This is an optimization exercise on Yosys and OpenROAD, whose aim is small area and few clock cycles per item, not a production implementation. The RTL was checked by simulation tests, not by an equivalence proof against the original design.

==> flow/design.v (outline; a module is shown in full before it is edited, if it fits) <==
// module sha1_round: 70 lines
// module sha1_add3: 346 lines
// module sha1_add2: 185 lines
// module sha1_xor2: 3 lines
// module sha1_xnor2: 3 lines
// module sha1_nand2: 3 lines
// module sha1_nor2: 3 lines
// module sha1_inv: 3 lines
// module sha1_buf: 3 lines
// module sha1_bufd: 3 lines
// module sha1_xor2d: 3 lines
// module sha1_xnor2d: 3 lines
// module sha1_nand2b: 3 lines
// module sha1_aoi21: 3 lines
// module sha1_oai21: 3 lines
// module sha1_core_mb: 172 lines
module sha1_core_mb
#(
    parameter int UNROLL = 4
)
(
    input  logic         CLK,
    input  logic         nRST,
    input  logic         START,
    input  logic         FIRST,
    input  logic [511:0] SHA1IN,
    output logic         BUSY,
    output logic         DONE,
    output logic [159:0] SHA1OUT
);
  // ...
==> flow/flow/run.sh <==
#!/bin/bash
# The standard layout (standard.sh), with the port buffers made of the
# smallest buffer instead of the resizer's default pick; the resizer may
# still upsize them. Each step's log stays under orfs/logs/; make's own
# output goes to make.log here.
set -euo pipefail
export BUFFER_PORTS_ARGS="-buffer_cell sky130_fd_sc_hd__buf_1"
bash standard.sh > make.log 2>&1
==> flow/standard.sh <==
#!/bin/bash
# synth_recipe.tcl (not shown) runs the flow's synth.tcl, then flattens the netlist and writes it again
# the make line also repeats each setting of config.mk as NAME=value (left out here)
make -C /OpenROAD-flow-scripts/flow DESIGN_CONFIG=/design/flow/config.mk WORK_HOME=/design/flow/orfs CLKGATE_MAP_FILE= SYNTH_SCRIPT=/design/flow/synth_recipe.tcl "${@:-finish}"
==> flow/config.mk <==
export PLATFORM = sky130hd
export DESIGN_NAME = sha1_core_mb
export DESIGN_NICKNAME = sha1_core_mb
export VERILOG_FILES = /design/flow/design.v
export SDC_FILE = /design/flow/constraint.sdc
export NUM_CORES = 4
export LEC_CHECK = 0
export CAP_MARGIN = 20
export CORE_MARGIN = 2
export CORE_UTILIZATION = 55
export CTS_BUF_LIST = sky130_fd_sc_hd__clkbuf_4 sky130_fd_sc_hd__clkbuf_8
export GPL_TIMING_DRIVEN = 0
export SLEW_MARGIN = 20
export SYNTH_HIERARCHICAL = 1
==> flow/constraint.sdc <==
create_clock -name core_clock -period 8.5 [get_ports {CLK}]
set_input_delay 1.7000 -clock core_clock [delete_from_list [all_inputs] [get_ports {CLK}]]
set_output_delay 1.7000 -clock core_clock [all_outputs]
set_load 0.01 [all_outputs]
==> summary.txt, run 1 <==
- Result of the run: failed layout checks
- Number of buffers inserted for hold repair after clock tree synthesis: 0
* Count of cells along the worst hold path: 1
- For this design, the slowest cell found on the critical path is sky130_fd_sc_hd__o22ai_1.
- Setup total negative slack: -0.0749 ns
- Path type of the worst setup path: flip-flop to flip-flop
- In the global route stage, overall resource usage came out at 53.2%.
- Data arrives at the worst endpoint at 9.39 ns.
- Routed length per placed instance: 32.9 um
* Number of setup violations in the final report: 3
* Max-area cell class: multi-input gates
- TritonCTS built the clock tree.
* DIE AREA: between 100000 and 150000 um^2
- In the routed layout, each cell is associated on average with a via count of between 6 and 7.
- The violated checks flagged are setup timing.
* Die outline height: approximately 360 um
* Worst max-slew margin expressed relative to the limit: approximately an eighth
* Mapped Area: 71500 um^2
- Final worst slack: -0.0341 ns
- Clock buffer count in the final layout: 240
* GR met1 Demand/Resource: 60.4%
- For this run, the share of the core covered by cells in the final layout is between 60 and 70%.
- Along the worst path, the maximum fanout reaches 7.
- The filler cells instantiated in the layout total 10900.
* Post-Route Skew: roughly 0.087 ns
* Ratio of cells with drive above 1 in the final layout: 20.1%
- In the final layout, the multi-input gates occupy 51400 um^2.
- Largest register by flop count: w_q
- Nonclk buf count: between 1000 and 1500
* Register-to-register path setup slack: -0.03 ns
- Destination of the worst hold path: w_q[127]$_DFF_P_
* Clock Tree Buf Depth: 3
- The routed layout has approximately 69000 vias.
* Setup bufs post-CTS: 42
- Of the total standard cell area in the layout, the multi-input combinational portion is 60.1%.
* Critical hold path startpoint: w_q[255]$_DFF_P_
- For this run, the top clock speed supported by timing is 117 MHz.
- Relative to the synthesized area, the layout overhead comes to 19.6%.
- Violation count after the first detailed-route iteration: 8487
- Tap cell instance count: ~1700
- RR Startpoint: a_q[5]$_DFF_P_
==> module sha1_core_mb, before the edit <==
module sha1_core_mb
#(
    parameter int UNROLL = 4
)
(
    input  logic         CLK,
    input  logic         nRST,
    input  logic         START,
    input  logic         FIRST,
    input  logic [511:0] SHA1IN,
    output logic         BUSY,
    output logic         DONE,
    output logic [159:0] SHA1OUT
);
    function automatic logic [31:0] rotl(input logic [31:0] x, input int n);
        rotl = (x << n) | (x >> (32 - n));
    endfunction
    localparam int LASTN = ROUNDS - UNROLL * ((ROUNDS - 1) / UNROLL);
    localparam int LASTT = ROUNDS - LASTN;
    logic          busy_q, done_q, first_q, last_q;
    logic [6:0]    t_q, t_d;    
    logic [UNROLL-1:0][3:0] sel_q, sel_d;
    logic [31:0]   a_q, b_q, c_q;       
    logic [31:0]   x_d, x_e, x_w, x_k;   
    logic [31:0]   x1_q, x1_e, x1_w, x1_k;   
    logic [31:0]   f_d;                  
    logic [31:0]   h0x_q, h0y_q;         
    logic [31:0]   f_b, f_c, f_dd;
    logic [15:0][31:0] w_q;
    logic [15:0][31:0] shift_w;
    logic [159:0]  out_q;
    logic [159:0]  chain;
    logic [159:0]  init;
    genvar gi;
    for (gi = 0; gi < 16 + UNROLL; gi++) begin : g_ext
        logic [31:0] w;
        if (gi < 16) begin : g_stored
            assign w = w_q[gi];
        end else begin : g_expand
            assign w = rotl(g_ext[gi-3].w ^ g_ext[gi-8].w ^ g_ext[gi-14].w ^ g_ext[gi-16].w, 1);
        end
    end
    for (gi = 0; gi < 16; gi++) begin : g_shift
        assign shift_w[gi] = g_ext[gi+UNROLL].w;
    end
    assign t_d = busy_q ? t_q + 7'(UNROLL) : 7'd0;
    for (gi = 0; gi < UNROLL; gi++) begin : g_sel
        logic [6:0] tt;
        assign tt = t_d + 7'(gi);
        assign sel_d[gi] = {tt >= 7'd60, tt >= 7'd40 && tt < 7'd60,
                            tt >= 7'd20 && tt < 7'd40, tt < 7'd20};
    end
    assign chain = first_q ? SHA1_IV : out_q;
    assign init  = FIRST ? SHA1_IV : out_q;
    for (gi = 0; gi < UNROLL; gi++) begin : g_rnd
        logic [31:0] a_i, a_i2, b_i, c_i, d_i, e_i;
        logic [31:0] a_o, a_o2, b_o, c_o, d_o, e_o;
        logic [31:0] x;
        if (gi == 0) begin : g_head
            assign a_i = a_q;
            assign a_i2 = a_q;
            assign b_i = b_q;
            assign c_i = c_q;
            assign d_i = 32'd0;   
            assign e_i = h0x_q;
        end else begin : g_link
            assign a_i = g_rnd[gi-1].a_o;
            assign a_i2 = g_rnd[gi-1].a_o2;
            assign b_i = g_rnd[gi-1].b_o;
            assign c_i = g_rnd[gi-1].c_o;
            assign d_i = g_rnd[gi-1].d_o;
            if (gi == 1) begin : g_x1
                assign e_i = x1_q;
            end else begin : g_e
                assign e_i = g_rnd[gi-1].e_o;
            end
        end
        assign x = (gi == LASTN - 1 && last_q) ? chain[159:128] : 32'd0;
        sha1_round #(
            .HAS_X (gi == LASTN - 1),
            .PREX  (gi <= 1),
            .PREF  (gi == 0),
            .PREH  (gi == 0)
        ) u_round (
            .a_in  (a_i),
            .b_in  (b_i),
            .c_in  (c_i),
            .d_in  (d_i),
            .e_in  (e_i),
            .w_in  (g_ext[gi].w),
            .sel   (sel_q[gi]),
            .x_in  (x),
            .f_in  (h0y_q),
            .a_out (a_o),
            .a_out2 (a_o2)
        );
        assign b_o = a_i2;
        assign c_o = rotl(b_i, 30);
        assign d_o = c_i;
        assign e_o = d_i;
    end
    assign x_e = busy_q ? g_rnd[UNROLL-1].e_o : init[31:0];
    assign x_w = busy_q ? g_ext[UNROLL].w : SHA1IN[511:480];
    assign x_d = x_e + x_w + x_k;
    assign x1_e = busy_q ? g_rnd[UNROLL-1].d_o : init[63:32];
    assign x1_w = busy_q ? g_ext[UNROLL+1].w : SHA1IN[479:448];
    assign x1_k = ({32{sel_d[1][0]}} & K_00_19) | ({32{sel_d[1][1]}} & K_20_39) |
                  ({32{sel_d[1][2]}} & K_40_59) | ({32{sel_d[1][3]}} & K_60_79);
    assign x_k = ({32{sel_d[0][0]}} & K_00_19) | ({32{sel_d[0][1]}} & K_20_39) |
                 ({32{sel_d[0][2]}} & K_40_59) | ({32{sel_d[0][3]}} & K_60_79);
    assign f_b  = busy_q ? g_rnd[UNROLL-1].b_o : init[127:96];
    assign f_c  = busy_q ? g_rnd[UNROLL-1].c_o : init[95:64];
    assign f_dd = busy_q ? g_rnd[UNROLL-1].d_o : init[63:32];
    always_comb begin
        if (sel_d[0][0]) begin
            f_d = (f_b & f_c) | (~f_b & f_dd);
        end else if (sel_d[0][2]) begin
            f_d = (f_b & f_c) | (f_b & f_dd) | (f_c & f_dd);
        end else begin
            f_d = f_b ^ f_c ^ f_dd;
        end
    end
    logic [31:0] h1_sum, h2_sum;
    sha1_add2 u_h1 (.a(chain[127:96]), .b(g_rnd[LASTN-1].b_o), .y(h1_sum));
    sha1_add2 u_h2 (.a(chain[95:64]),  .b(g_rnd[LASTN-1].c_o), .y(h2_sum));
    always_ff @(posedge CLK or negedge nRST) begin
        if (!nRST) begin
            busy_q  <= 1'b0;
            done_q  <= 1'b0;
            last_q  <= 1'b0;
            t_q     <= '0;
            sel_q   <= '0;
            out_q   <= '0;
        end else begin
            done_q <= busy_q && last_q;
            busy_q <= busy_q ? !last_q : START;
            last_q <= busy_q && (t_d == 7'(LASTT));
            t_q    <= t_d;
            sel_q  <= sel_d;
            if (busy_q && last_q) begin
                out_q <= {g_rnd[LASTN-1].a_o2, h1_sum, h2_sum,
                          chain[63:32]  + g_rnd[LASTN-1].d_o,
                          chain[31:0]   + g_rnd[LASTN-1].e_o};
            end
        end
    end
    always_ff @(posedge CLK) begin
        if (busy_q) begin
            a_q <= g_rnd[UNROLL-1].a_o2;
            b_q <= g_rnd[UNROLL-1].b_o;
            c_q <= g_rnd[UNROLL-1].c_o;
            h0x_q <= x_d ^ f_d;
            h0y_q <= x_d & f_d;
            x1_q <= x1_e + x1_w + x1_k;
            w_q <= shift_w;
        end else begin
            a_q <= init[159:128];
            b_q <= init[127:96];
            c_q <= init[95:64];
            h0x_q <= x_d ^ f_d;
            h0y_q <= x_d & f_d;
            x1_q <= x1_e + x1_w + x1_k;
            first_q <= FIRST;
            for (int j = 0; j < 16; j++) begin
                w_q[j] <= SHA1IN[511 - 32*j -: 32];
            end
        end
    end
    assign BUSY    = busy_q;
    assign DONE    = done_q;
    assign SHA1OUT = out_q;
endmodule
==> run 2, diff against run 1 <==
--- a/flow/design.v
+++ b/flow/design.v
@@ -675,7 +675,6 @@
     logic [31:0]   a_q, b_q, c_q;       
     logic [31:0]   x_d, x_e, x_w, x_k;   
     logic [31:0]   x1_q, x1_e, x1_w, x1_k;   
-    logic [31:0]   f_d;                  
     logic [31:0]   h0x_q, h0y_q;         
     logic [31:0]   f_b, f_c, f_dd;
     logic [15:0][31:0] w_q;
@@ -763,15 +762,13 @@
     assign f_b  = busy_q ? g_rnd[UNROLL-1].b_o : init[127:96];
     assign f_c  = busy_q ? g_rnd[UNROLL-1].c_o : init[95:64];
     assign f_dd = busy_q ? g_rnd[UNROLL-1].d_o : init[63:32];
-    always_comb begin
-        if (sel_d[0][0]) begin
-            f_d = (f_b & f_c) | (~f_b & f_dd);
-        end else if (sel_d[0][2]) begin
-            f_d = (f_b & f_c) | (f_b & f_dd) | (f_c & f_dd);
-        end else begin
-            f_d = f_b ^ f_c ^ f_dd;
-        end
-    end
+    logic [31:0] f_1, f_0, hx_1, hx_0, hy_1, hy_0;
+    assign f_1  = sel_d[0][0] ? f_c : sel_d[0][2] ? (f_c | f_dd) : ~(f_c ^ f_dd);
+    assign f_0  = sel_d[0][0] ? f_dd : sel_d[0][2] ? (f_c & f_dd) : (f_c ^ f_dd);
+    assign hx_1 = x_d ^ f_1;
+    assign hx_0 = x_d ^ f_0;
+    assign hy_1 = x_d & f_1;
+    assign hy_0 = x_d & f_0;
     logic [31:0] h1_sum, h2_sum;
     sha1_add2 u_h1 (.a(chain[127:96]), .b(g_rnd[LASTN-1].b_o), .y(h1_sum));
     sha1_add2 u_h2 (.a(chain[95:64]),  .b(g_rnd[LASTN-1].c_o), .y(h2_sum));
@@ -801,16 +798,16 @@
             a_q <= g_rnd[UNROLL-1].a_o2;
             b_q <= g_rnd[UNROLL-1].b_o;
             c_q <= g_rnd[UNROLL-1].c_o;
-            h0x_q <= x_d ^ f_d;
-            h0y_q <= x_d & f_d;
+            h0x_q <= (f_b & hx_1) | (~f_b & hx_0);
+            h0y_q <= (f_b & hy_1) | (~f_b & hy_0);
             x1_q <= x1_e + x1_w + x1_k;
             w_q <= shift_w;
         end else begin
             a_q <= init[159:128];
             b_q <= init[127:96];
             c_q <= init[95:64];
-            h0x_q <= x_d ^ f_d;
-            h0y_q <= x_d & f_d;
+            h0x_q <= (f_b & hx_1) | (~f_b & hx_0);
+            h0y_q <= (f_b & hy_1) | (~f_b & hy_0);
             x1_q <= x1_e + x1_w + x1_k;
             first_q <= FIRST;
             for (int j = 0; j < 16; j++) begin
--- a/flow/config.mk
+++ b/flow/config.mk
@@ -7,8 +7,8 @@
 export LEC_CHECK = 0
 export CAP_MARGIN = 20
 export CORE_MARGIN = 2
-export CORE_UTILIZATION = 55
-export CTS_BUF_LIST = sky130_fd_sc_hd__clkbuf_4 sky130_fd_sc_hd__clkbuf_8
+export CORE_UTILIZATION = 40
 export GPL_TIMING_DRIVEN = 0
+export SETUP_SLACK_MARGIN = 0.2
 export SLEW_MARGIN = 20
 export SYNTH_HIERARCHICAL = 1
==> run 2 against run 1 <==
Compared with the run above:
- now clean on timing, DRC and antenna
- clock skew grew 0.0010 ns
- sequential share of layout area fell by 1.4 points
- via count fell by 2.8%
- routed wire length rose by 8.2%
- utilization shrank 16 points
==> summary.txt, run 2 <==
* Slowest stage delay, CP: 0.53 ns (was 0.78 ns)
- The number of buffers and inverters on the critical path is 8 (was 5).
* Path type of the worst setup path: flip-flop to flip-flop (unchanged)
- RR Startpoint: a_q[31]$_DFF_P_ (was a_q[5]$_DFF_P_)
- The cell seen most often among critical-path stages is sky130_fd_sc_hd__xor2_2 (was sky130_fd_sc_hd__a21oi_2).
* Antenna viol nets, final: 0 (unchanged)
- Worst max-slew margin expressed relative to the limit: 4.98% (was 12.6%)
* Startpoint type of the worst setup path: flip-flop (unchanged)
- The number of nets in the layout is 10700 (was 10500).
- The insertion delay of the later-clocked pin in the worst-skew pair came to 0.83 ns (was 1.00 ns).
* Global-route wire length before repair: 523000 um (was 487000 um)
- The cell count after synthesis is 8243 (was 8183).
- The ratio of routed vias to standard cells was 5.67 (was 6.18).
* Fmax: 121 MHz (was 117 MHz)
* First-pass iteration count of the detailed router: 6 (was 9)
- Final-layout worst hold slack: 0.432 ns (about the same)
- The number of global-route vias before repair is 63000 (was 64700).
- The filler cell count in the final layout came to 17300 (was 10900).
* Number of buffers inserted for hold repair after clock tree synthesis: 0 (unchanged)
- Aggregate routed wire length: 397000 um (was 367000 um)
* Routed length per placed instance: 33.5 um (was 32.9 um)
- The post-placement cell count was 11400 (was 10700).
- The number of violations of the max-capacitance limit was 0 (unchanged).
* Largest register FFs: 512 (unchanged)
- Start point of the critical path: a_q[31]$_DFF_P_ (was a_q[5]$_DFF_P_)
- The average instance area after synthesis came to 8.83 um^2 (was 8.74 um^2).
* Worst-path fanout max: 11 (was 7)
- DR vias: 67100 (was 69000)
- Number of buffers created by CTS: 107 (was 157)
- The clock root buffer is sky130_fd_sc_hd__clkbuf_16 (was sky130_fd_sc_hd__clkbuf_8).
- Post-Route Skew: 0.0883 ns (was 0.0872 ns)
- Ratio of final minimum period to clock period: 97.2% (was 100%)
- The number of warnings issued by yosys is 7 (unchanged).
- Half-perimeter wire length after detailed placement: 338000 um (was 305000 um)
- Number of setup violations in the final report: 0 (was 3)
- DIE AREA: 185000 um^2 (was 133000 um^2)
* Remaining Overflow, GRT: 0 (unchanged)
- Result of the run: finished clean (was failed layout checks).
- Final critical-path required period: 8.26 ns (was 8.53 ns)
- The synthesized cell area was 72800 um^2 (was 71500 um^2).
- The worst slack at placement came to -2.67 ns (was -2.13 ns).
- The register with the highest flop count is w_q (unchanged).
* Number of antenna violations at the first check in global routing: 54 (was 61)
- Ratio of cells with drive above 1 in the final layout: 23.3% (was 20.1%)
* TritonCTS clock tree: done (unchanged)
- The category of the worst setup path capture point was a flip-flop (unchanged).
- The count of final hold-check violations is 0 (unchanged).
- The number of buffer cells added on primary ports was 677 (unchanged).
- Top Registers: w_q (512), out_q (160) (unchanged).
- The slowest stage cell on the critical path is sky130_fd_sc_hd__fa_1 (was sky130_fd_sc_hd__o22ai_1).
- Die width: 431 um (was 365 um)
- The arrival time of the worst setup path came to 8.94 ns (was 9.39 ns).
- Setup repair after global routing missed its margin: yes (unchanged).
* Maximum number of pins on one net before global-route repair: 30 (was 33)
* CTS clock-pin slew for the worst setup and hold paths: 0.06 ns (was 0.07 ns)
* Most frequent standard cell in the layout excluding fill and tap cells: sky130_fd_sc_hd__inv_1 (unchanged)
* Required time worst endpoint: 9.18 ns (was 9.35 ns)
- Total I/O pin count: 678 (unchanged)
* Final design utilization: 50.5% (was 66.1%)
* Area grow syn2layout: 25.3% (was 19.6%)
- The initial core utilization was 40.3% (was 55.3%).
* DRC violations left: 0 (unchanged)
- The core outline area was 181000 um^2 (was 129000 um^2).
- The maximum root-to-sink buffer count was 3 (unchanged).
- Number of rows created at floorplan: 156 (was 132)
- The setup slack of the critical path after layout came to 0.236 ns (was -0.0341 ns).
- Commonest cells after routing, fill and taps aside: sky130_fd_sc_hd__inv_1 (1063), sky130_fd_sc_hd__buf_1 (690), sky130_fd_sc_hd__xnor2_1 (677), sky130_fd_sc_hd__dfxtp_1 (671), sky130_fd_sc_hd__ha_1 (643) (was sky130_fd_sc_hd__inv_1 (1010), sky130_fd_sc_hd__nand2_1 (798), sky130_fd_sc_hd__xnor2_1 (697), sky130_fd_sc_hd__buf_1 (689), sky130_fd_sc_hd__dfxtp_1 (671))
* Maximum level of the CTS H-tree: 3 (was 4)
- Critical hold path startpoint: w_q[228]$_DFF_P_ (was w_q[255]$_DFF_P_)
- The family with the most delay on the worst path was XOR/XNOR gates (was compound AO/OA/AOI/OAI gates).
- Die outline height: 431 um (was 365 um)
* Total Routing Usage GR: 41.2% (was 53.2%)
- Slew Limit Fails: 0 (unchanged)
- Transition time of the tightest slew-check pin: 1.43 ns (was 1.31 ns)
- Violation count after the first detailed-route iteration: 7111 (was 8487)
- Sinks on Clock Net: 884 (unchanged)
- Routability congestion estimate from global placement: 1.09 (was 1.17)
* Kind of path behind the tightest hold check: flip-flop to flip-flop (unchanged)
- The post-layout instance count excluding filler cells came to 11800 (was 11200).
[run 2: cell count changes in the layout (fill, tap and decap cells not counted), sizes merged, moves of 37 or more]
cell | before | now
inv | 1023 | 1083
ha | 559 | 643
clkbuf | 390 | 303
buf | 958 | 1056
o22a | 51 | 14
mux2 | 384 | 539
nor2 | 541 | 493
nand2 | 799 | 578
a21oi | 655 | 705
[run 2: final timing paths]
kind	end	slack, ns	cells past startpoint
min in group asynchronous	out_q[108]$_DFFE_PN0P_	0.89	1
worst min register to register	w_q[100]$_DFF_P_	0.43	1
worst max-delay path	out_q[157]$_DFFE_PN0P_	0.24	34
max in group asynchronous	out_q[21]$_DFFE_PN0P_	6.46	5
worst min-delay path	w_q[100]$_DFF_P_	0.43	1
worst max register to register	out_q[157]$_DFFE_PN0P_	0.24	34
[run 2: area by class of cell]
cell class	instances	area [um^2]	share of cell area (%)
Antenna cell	30	75.1	0.0823
Buffer	228	1040	1.14
Clock buffer	148	3160	3.46
Clock inverter	52	666	0.730
Inverter	1078	4050	4.44
Multi-Input combinational cell	6056	54700	60.0
Sequential cell	884	18700	20.5
Tap cell	2370	2970	3.25
Timing Repair Buffer	984	5790	6.35
[run 2: stage by stage]
| stage | setup TNS, ns | instance area, um^2 |
|---|---|---|
| 2_1_floorplan | 0 | 72800 |
| 6_report | 0 | 91200 |
| 4_1_cts | 0 | 88400 |
| 5_1_grt | 0 | 91100 |
| 3_5_place_dp | -281.38 | 80200 |
| 3_3_place_gp | -1218.38 | 78300 |
[run 2: layer usage]
layer	GRT usage [%]	share of wire, %	up-vias
met4	27.5	8.3	38
met2	62.4	43	3343
met3	9.31	9.0	852
met1	52.5	40	33400
met5	0	0.062	-
li1	-	-	29400
[run 2: worst reg2reg max path: cells and delay by family, from the launching register on]
kind | cells | cell delay [ns]
AOI/OAI and AO/OA | 10 | 1.82
xor gates and xnor gates | 9 | 2.65
adders and majority gates | 2 | 0.86
buffers and inverters | 8 | 1.55
DFF | 1 | 0.45
muxes | 1 | 0.26
and+or+nand+nor | 4 | 0.58
[run 2: what timing repair did]
action                                  CTS  global route
gates cloned                              0             0
buffers inserted                         90           112
pin swaps                                82            76
endpoints found under the setup margin  204            84
resized for setup                       487           255
Testbench counts of run 2, summed over its fixed seeds: cycles 10,752, blocks 512.
==> run 3, diff against run 2 <==
--- a/flow/config.mk
+++ b/flow/config.mk
@@ -9,6 +9,6 @@
 export CORE_MARGIN = 2
 export CORE_UTILIZATION = 40
 export GPL_TIMING_DRIVEN = 0
-export SETUP_SLACK_MARGIN = 0.2
+export SETUP_SLACK_MARGIN = 0.15
 export SLEW_MARGIN = 20
 export SYNTH_HIERARCHICAL = 1
==> run 3 against run 2 <==
Compared with the run above:
- still clean
- via count decreased by 0.22%
- critical path depth decreased by 12
- utilization decreased by 0.12 points
- die area unchanged
- global-route usage about the same
- count of clock-buffer cells in the layout unchanged
- hold slack improved by 0.0013 ns
- sequential cell count unchanged
- routed wire length about the same
- fmax decreased by 0.34%
- synthesized cell count unchanged
- largest cell class unchanged
==> summary.txt, run 3 <==
- The die span in y is 431 um (unchanged).
* Ratio of final minimum period to clock period: 97.6% (was 97.2%)
- TritonCTS clock tree: done (unchanged)
- Area grow syn2layout: 25.0% (was 25.3%)
* Synthesized area per cell: 8.83 um^2 (unchanged)
* Startpoint type of the worst setup path: input port (was flip-flop)
* Total I/O pin count: 678 (unchanged)
- The path class of the lowest-slack min-delay path was flip-flop to flip-flop (unchanged).
* Core Box Area: 181000 um^2 (unchanged)
* Largest register FFs: 512 (unchanged)
- The H-tree depth is 3 (unchanged).
- Maximum number of pins on one net before global-route repair: 30 (unchanged)
* Routed length per placed instance: 33.6 um (was 33.5 um)
- The cell row count was 156 (unchanged).
- The clock root buffer was sky130_fd_sc_hd__clkbuf_16 (unchanged).
- Setup repair after global routing missed its margin: yes (unchanged)
* Path type of the worst setup path: input port to flip-flop (was flip-flop to flip-flop)
- Final design utilization: 50.3% (was 50.5%)
- The overall fraction of global-route tracks in use came to 41.2% (about the same).
* Layout Cells excl Fill: 11800 (about the same)
- Clock latency on the worst-skew pair: 0.83 ns (about the same)
* Final worst slack: 0.208 ns (was 0.236 ns)
* Number of cells on the worst reg-to-reg path: 34 (unchanged)
- Filler Cells Inserted: 17200 (was 17300)
- The setup slack of the worst register-to-register path is 0.31 ns (was 0.24 ns).
- Result of the run: finished clean (unchanged)
- Global-route wire length before repair: 523000 um (about the same)
- DR vias: 66900 (was 67100)
- Violation count after the first detailed-route iteration: 7121 (was 7111)
* Half-perimeter wire length after detailed placement: 338000 um (unchanged)
- The number of warnings issued by yosys came to 7 (unchanged).
* Critical path data arrival time: 8.95 ns (was 8.94 ns)
- The count of TritonRoute iterations in the first routing pass came to 6 (unchanged).
- Number of standard cells after synthesis: 8243 (unchanged)
- Top Registers: w_q (512), out_q (160) (unchanged).
* Vias per cell: 5.66 (was 5.67)
- The normalized max-slew margin is 6.25% (was 4.98%).
- The final-report max-slew violation count was 0 (unchanged).
* Number of buffers inserted for hold repair after clock tree synthesis: 0 (unchanged)
* Number of buffers created by CTS: 107 (unchanged)
- Final number of hold-violating endpoints: 0 (unchanged)
- Commonest cells after routing, fill and taps aside: sky130_fd_sc_hd__inv_1 (1066), sky130_fd_sc_hd__buf_1 (690), sky130_fd_sc_hd__xnor2_1 (679), sky130_fd_sc_hd__dfxtp_1 (671), sky130_fd_sc_hd__ha_1 (643) (was sky130_fd_sc_hd__inv_1 (1063), sky130_fd_sc_hd__buf_1 (690), sky130_fd_sc_hd__xnor2_1 (677), sky130_fd_sc_hd__dfxtp_1 (671), sky130_fd_sc_hd__ha_1 (643))
- The proportion of layout cells with a drive suffix above 1 was 23.0% (was 23.3%).
* Final critical-path required period: 8.29 ns (was 8.26 ns)
- Sinks on Clock Net: 884 (unchanged)
- The number of endpoints failing setup at the final stage is 0 (unchanged).
- The required time at the endpoint of the critical path is 9.16 ns (was 9.18 ns).
* Number of port buffers: 677 (unchanged)
- DRC violations left: 0 (unchanged)
- Clock Tree Buf Depth: 3 (unchanged)
- The CTS clock-pin slew for the worst setup and hold paths is 0.06 ns (about the same).
* Placed cells: 11400 (unchanged)
- The worst slack at placement was -2.67 ns (unchanged).
- Transition time of the tightest slew-check pin: 1.41 ns (was 1.43 ns)
* Routability congestion estimate from global placement: 1.09 (unchanged)
- Aggregate routed wire length: 397000 um (about the same)
- The number of violations of the max-capacitance limit was 0 (unchanged).
* Number of global-route vias before repair: 63000 (about the same)
- The number of nets in the layout is 10700 (about the same).
- The highest attainable clock frequency was 121 MHz (about the same).
- The register with the highest flop count is w_q (unchanged).
* DIE AREA: 185000 um^2 (unchanged)
- Worst-path fanout max: 10 (was 11)
- Number of antenna violations at the first check in global routing: 43 (was 54)
- Most frequent standard cell in the layout excluding fill and tap cells: sky130_fd_sc_hd__inv_1 (unchanged)
- Count of cells along the worst hold path: 1 (unchanged)
* Antenna viol nets, final: 0 (unchanged)
* Post-Route Skew: 0.0869 ns (was 0.0883 ns)
* Element type at the critical path end: flip-flop (unchanged)
* Die width: 431 um (unchanged)
- The total global routing overflow was 0 (unchanged).
- The initial core utilization was 40.3% (unchanged).
* Mapped Area: 72800 um^2 (unchanged)
-- run 3: worst paths after layout --
| kind | from | endpoint |
|---|---|---|
| hold reg to reg | w_q[228]$_DFF_P_ | w_q[100]$_DFF_P_ |
| setup / recovery | FIRST | h0x_q[30]$_DFF_P_ |
| max in group asynchronous | nRST | out_q[21]$_DFFE_PN0P_ |
| min in group asynchronous | nRST | out_q[108]$_DFFE_PN0P_ |
| setup reg to reg | a_q[14]$_DFF_P_ | out_q[148]$_DFFE_PN0P_ |
| hold / removal | w_q[228]$_DFF_P_ | w_q[100]$_DFF_P_ |
-- run 3: what timing repair did --
item	CTS	global route
gates resized for setup	462	249
pin swaps	75	81
endpoints found under the hold margin	0	0
buffers inserted	89	104
endpoints found under the setup margin	201	86
-- run 3: metal layers --
metal	vias up	track usage (%)	routed length [um]
met5	-	0	146
li1	29400	-	-
met4	22	27.9	32900
met2	3422	62.2	170000
met3	834	9.46	35700
met1	33300	52.4	158000
-- run 3: worst max-delay path, cell delays in order --
cell and delay [ns]:
sky130_fd_sc_hd__buf_1 0.45, sky130_fd_sc_hd__or2_2 0.53, sky130_fd_sc_hd__clkbuf_1 0.70, sky130_fd_sc_hd__clkbuf_2 0.72, sky130_fd_sc_hd__buf_1 0.54, sky130_fd_sc_hd__o22ai_1 0.21, sky130_fd_sc_hd__fa_1 0.52, sky130_fd_sc_hd__inv_1 0.05
sky130_fd_sc_hd__ha_1 0.35, sky130_fd_sc_hd__a21o_1 0.19, sky130_fd_sc_hd__a21o_1 0.18, sky130_fd_sc_hd__a21oi_1 0.18, sky130_fd_sc_hd__nand2_1 0.07, sky130_fd_sc_hd__o21ai_0 0.29, sky130_fd_sc_hd__a21oi_1 0.17, sky130_fd_sc_hd__a221oi_1 0.39
sky130_fd_sc_hd__a21oi_1 0.19, sky130_fd_sc_hd__a311o_1 0.41, sky130_fd_sc_hd__a21oi_1 0.22, sky130_fd_sc_hd__xnor2_1 0.25, sky130_fd_sc_hd__ha_1 0.32, sky130_fd_sc_hd__mux2_2 0.27
-- run 3: per-stage QoR --
| step | setup TNS, ns | hold WS [ns] | instance area, um^2 |
|---|---|---|---|
| finish | 0 | 0.433 | 91000 |
| global route | 0 | 0.446 | 90900 |
| CTS | 0 | 0.427 | 88200 |
| detailed placement | -281.38 | 0.439 | 80200 |
| global placement | -1218.38 | 0.436 | 78300 |
| floorplan | 0 | 0.433 | 72800 |
-- run 3: cell type report --
class	instances	area [um^2]	share of cell area, %
tap	2370	2970	3.26
timing repair buffer	975	5750	6.32
inverter	1078	4050	4.45
sequential	884	18700	20.6
clock inverter	52	666	0.732
buffer	228	1030	1.14
antenna	25	62.6	0.0688
multi-input combinational	6056	54600	60.0
clock buffer	148	3160	3.47
==> run 4, diff against run 3 <==
--- a/flow/config.mk
+++ b/flow/config.mk
@@ -7,8 +7,8 @@
 export LEC_CHECK = 0
 export CAP_MARGIN = 20
 export CORE_MARGIN = 2
-export CORE_UTILIZATION = 40
+export CORE_UTILIZATION = 50
 export GPL_TIMING_DRIVEN = 0
-export SETUP_SLACK_MARGIN = 0.15
+export SETUP_SLACK_MARGIN = 0.2
 export SLEW_MARGIN = 20
 export SYNTH_HIERARCHICAL = 1
==> run 4 against run 3 <==
Compared with the run above:
- still clean
- fmax up 0.48%
- global-route usage grew 8.0 points
- hold slack improved by 0.019 ns
- die area is 20% lower
- count of clock-buffer cells in the layout is 2 higher
- critical path depth is 13 higher
==> summary.txt, run 4 <==
- DR vias: 68600 (was 66900)
* Violation count after the first detailed-route iteration: 8234 (was 7121)
- Final design utilization: 62.0% (was 50.3%)
- Number of standard cells after synthesis: 8243 (unchanged)
- The average instance area after synthesis is 8.83 um^2 (unchanged).
* Global-route wire length before repair: 502000 um (was 523000 um)
* Register-to-register path setup slack: 0.25 ns (was 0.31 ns)
* Clock latency on the worst-skew pair: 0.79 ns (was 0.83 ns)
- The minimum clock period is 8.25 ns (was 8.29 ns).
- Sinks on Clock Net: 884 (unchanged)
* Mapped Area: 72800 um^2 (unchanged)
* Ratio of cells with drive above 1 in the final layout: 22.6% (was 23.0%)
- Maximum level of the CTS H-tree: 3 (unchanged)
- Number of setup violations in the final report: 0 (unchanged)
- The total routed wirelength was 381000 um (was 397000 um).
- The path class of the lowest-slack min-delay path is flip-flop to flip-flop (unchanged).
- The number of buffers inserted by hold repair at cts came to 0 (unchanged).
- Most frequent standard cell in the layout excluding fill and tap cells: sky130_fd_sc_hd__inv_1 (unchanged)
- Number of port buffers: 677 (unchanged)
- Setup total negative slack: 0 ns (unchanged)
* Number of cells on the worst reg-to-reg path: 35 (was 34)
* Critical hold path startpoint: w_q[197]$_DFF_P_ (was w_q[228]$_DFF_P_)
- Destination of the worst hold path: w_q[69]$_DFF_P_ (was w_q[100]$_DFF_P_)
- Setup repair after global routing missed its margin: yes (unchanged).
- Ratio of final minimum period to clock period: 97.1% (was 97.6%)
* Cell with the most instances on the worst path: sky130_fd_sc_hd__a21oi_2 (was sky130_fd_sc_hd__a21oi_1)
- The register with the highest flop count is w_q (unchanged).
- The overall fraction of global-route tracks in use is 49.3% (was 41.2%).
- Slowest library cell on the worst path: sky130_fd_sc_hd__xnor2_2 (was sky130_fd_sc_hd__clkbuf_2)
- The required time at the endpoint of the critical path came to 9.12 ns (was 9.16 ns).
* Half-perimeter wire length after detailed placement: 317000 um (was 338000 um)
- The I/O pin count is 678 (unchanged).
- Element type at the critical path end: flip-flop (unchanged)
- The final estimated routing congestion in global placement was 1.12 (was 1.09).
- Maximum Capacitance Violations: 0 (unchanged)
- The die span in y was 386 um (was 431 um).
- Final Cell Area: 89300 um^2 (was 91000 um^2)
- The total global routing overflow came to 0 (unchanged).
- The clock buffer count from CTS was 101 (was 107).
* TritonCTS clock tree: done (unchanged)
* Result of the run: finished clean (unchanged)
* Transition time of the tightest slew-check pin: 1.34 ns (was 1.41 ns)
- The total die area is 149000 um^2 (was 185000 um^2).
* Worst-path fanout max: 13 (was 10)
- The initial antenna violation count is 47 (was 43).
- Path type of the worst setup path: flip-flop to flip-flop (was input port to flip-flop)
* Filler Cells Inserted: 12600 (was 17200)
- Destination of the worst register-to-register timing path: out_q[155]$_DFFE_PN0P_ (was out_q[148]$_DFFE_PN0P_)
* First-pass iteration count of the detailed router: 7 (was 6)
* Commonest cells after routing, fill and taps aside: sky130_fd_sc_hd__inv_1 (1064), sky130_fd_sc_hd__buf_1 (691), sky130_fd_sc_hd__xnor2_1 (689), sky130_fd_sc_hd__dfxtp_1 (671), sky130_fd_sc_hd__ha_1 (643) (was sky130_fd_sc_hd__inv_1 (1066), sky130_fd_sc_hd__buf_1 (690), sky130_fd_sc_hd__xnor2_1 (679), sky130_fd_sc_hd__dfxtp_1 (671), sky130_fd_sc_hd__ha_1 (643))
- Count of cells along the worst hold path: 1 (unchanged)
- Die width: 386 um (was 431 um)
- Yosys warnings: 7 (unchanged)
* RR Startpoint: a_q[1]$_DFF_P_ (was a_q[14]$_DFF_P_)
* CTS clock-pin slew for the worst setup and hold paths: 0.06 ns (about the same)
* Layout Cells excl Fill: 11300 (was 11800)
* Net count of the finished layout: 10700 (about the same)
- Initial cell density of the core: 50.5% (was 40.3%)
* Core Box Area: 144000 um^2 (was 181000 um^2)
- The post-placement cell count came to 10900 (was 11400).
- The cell area after placement came to 79200 um^2 (was 80200 um^2).
- The highest attainable clock frequency is 121 MHz (about the same).
- Critical path data arrival time: 8.88 ns (was 8.95 ns)
- The ratio of routed vias to standard cells was 6.07 (was 5.66).
- Top Registers: w_q (512), out_q (160) (unchanged)
- The clock root buffer was sky130_fd_sc_hd__clkbuf_16 (unchanged).
- The critical path startpoint category was a flip-flop (was input port).
* Antenna viol nets, final: 0 (unchanged)
* Final number of hold-violating endpoints: 0 (unchanged)
- The biggest cell delay along the critical path came to 0.45 ns (was 0.72 ns).
- The number of global-route vias before repair was 64200 (was 63000).
- The worst clock skew is 0.0912 ns (was 0.0869 ns).
* Slew Limit Fails: 0 (unchanged)
- Largest register FFs: 512 (unchanged)
- Worst max-slew margin expressed relative to the limit: 10.9% (was 6.25%)
- The largest net degree at the start of global routing was 33 (was 30).
* Area grow syn2layout: 22.7% (was 25.0%)
- The cell row count came to 139 (was 156).
- Clock Tree Buf Depth: 3 (unchanged)
- DRC violations left: 0 (unchanged)
- The final routed wire length divided by cell count came to 33.7 um (was 33.6 um).
## run 4: worst max-delay path by stage
| stage | startpoint | to | slack [ns] |
|---|---|---|---|
| 2_1_floorplan | a_q[2]$_DFF_P_ | out_q[154]$_DFFE_PN0P_ | 1.80 |
| 3_3_place_gp | nRST | out_q[30]$_DFFE_PN0P_ | -3.81 |
| 3_5_place_dp | a_q[31]$_DFF_P_ | out_q[156]$_DFFE_PN0P_ | -2.25 |
| 4_1_cts | a_q[7]$_DFF_P_ | out_q[156]$_DFFE_PN0P_ | 0.15 |
| 5_1_grt | a_q[7]$_DFF_P_ | out_q[156]$_DFFE_PN0P_ | 0.05 |
| 6_report | a_q[1]$_DFF_P_ | out_q[155]$_DFFE_PN0P_ | 0.25 |
## run 4: per-stage QoR
stage                     setup slack (ns)  hold slack [ns]
final                                0.247            0.452
after global routing                0.0481            0.467
after CTS                            0.155            0.454
after detailed placement             -2.25            0.441
after global placement               -3.81            0.435
after floorplan                       1.80            0.433
## run 4: what timing repair did
action	in CTS	in global routing
setup endpoints to repair	191	88
resized for setup	403	290
buffers inserted	84	110
pin swaps	49	82
endpoints found under the hold margin	0	0
## run 4: final cells by class
| type | instances | area, um^2 | area share, % |
|---|---|---|---|
| flip-flops and latches | 884 | 18700 | 20.9 |
| plain buffers | 226 | 1040 | 1.16 |
| diodes | 30 | 75.1 | 0.0841 |
| repair buffers | 945 | 5250 | 5.88 |
| clock inverters | 37 | 631 | 0.706 |
| well taps | 1903 | 2380 | 2.67 |
| multi-input cells | 6056 | 54200 | 60.7 |
| inverters | 1078 | 4050 | 4.53 |
| clock buffers | 150 | 2990 | 3.35 |
## run 4: worst max-delay path, delay by kind of cell, from the launching register on
family	cells	cell delay [ns]
compound gates	17	2.97
xor+xnor	11	3.38
buf+inv	4	0.81
flops	1	0.34
mux	1	0.26
simple gates	2	0.28
## run 4: per-layer routing
metal	GRT usage, %	part of all wire, %
met5	0	0.044
met4	39.2	10
met3	14.8	12
met2	70.3	41
met1	61.6	37

port drivers added, routing unchanged:
The flow's constraints put no driver on any port. The routed layouts listed below were extracted and timed again, unchanged, in two steps. Step 1 assumes that a clkbuf_16 drives the clock port and a buf_2 every other input. Step 2 moves the port delays by t, midway between the first and last clock arrival at a register: inputs arrive t later, outputs are due t later. That takes back most of the time a late clock gives input paths. a / b / c = no drivers / after step 1 / after step 2; a / b = the first two.
run | t, ns | setup slack, ns | pins driven straight from the clock port
run 1 | 1.027 | -0.034 / -0.034 / -0.499 | 1
run 2 | 0.869 | 0.236 / 0.236 / -0.532 | 1
run 3 | 0.865 | 0.208 / 0.262 / -0.603 | 1
run 4 | 0.819 | 0.247 / 0.247 / -0.289 | 1
Met with ideal ports but missed after step 2: setup timing in run 2, run 3 and run 4. For run 3, which loses most, drivers alone change the setup slack by +0.054 ns; drivers and shift together by -0.811 ns.
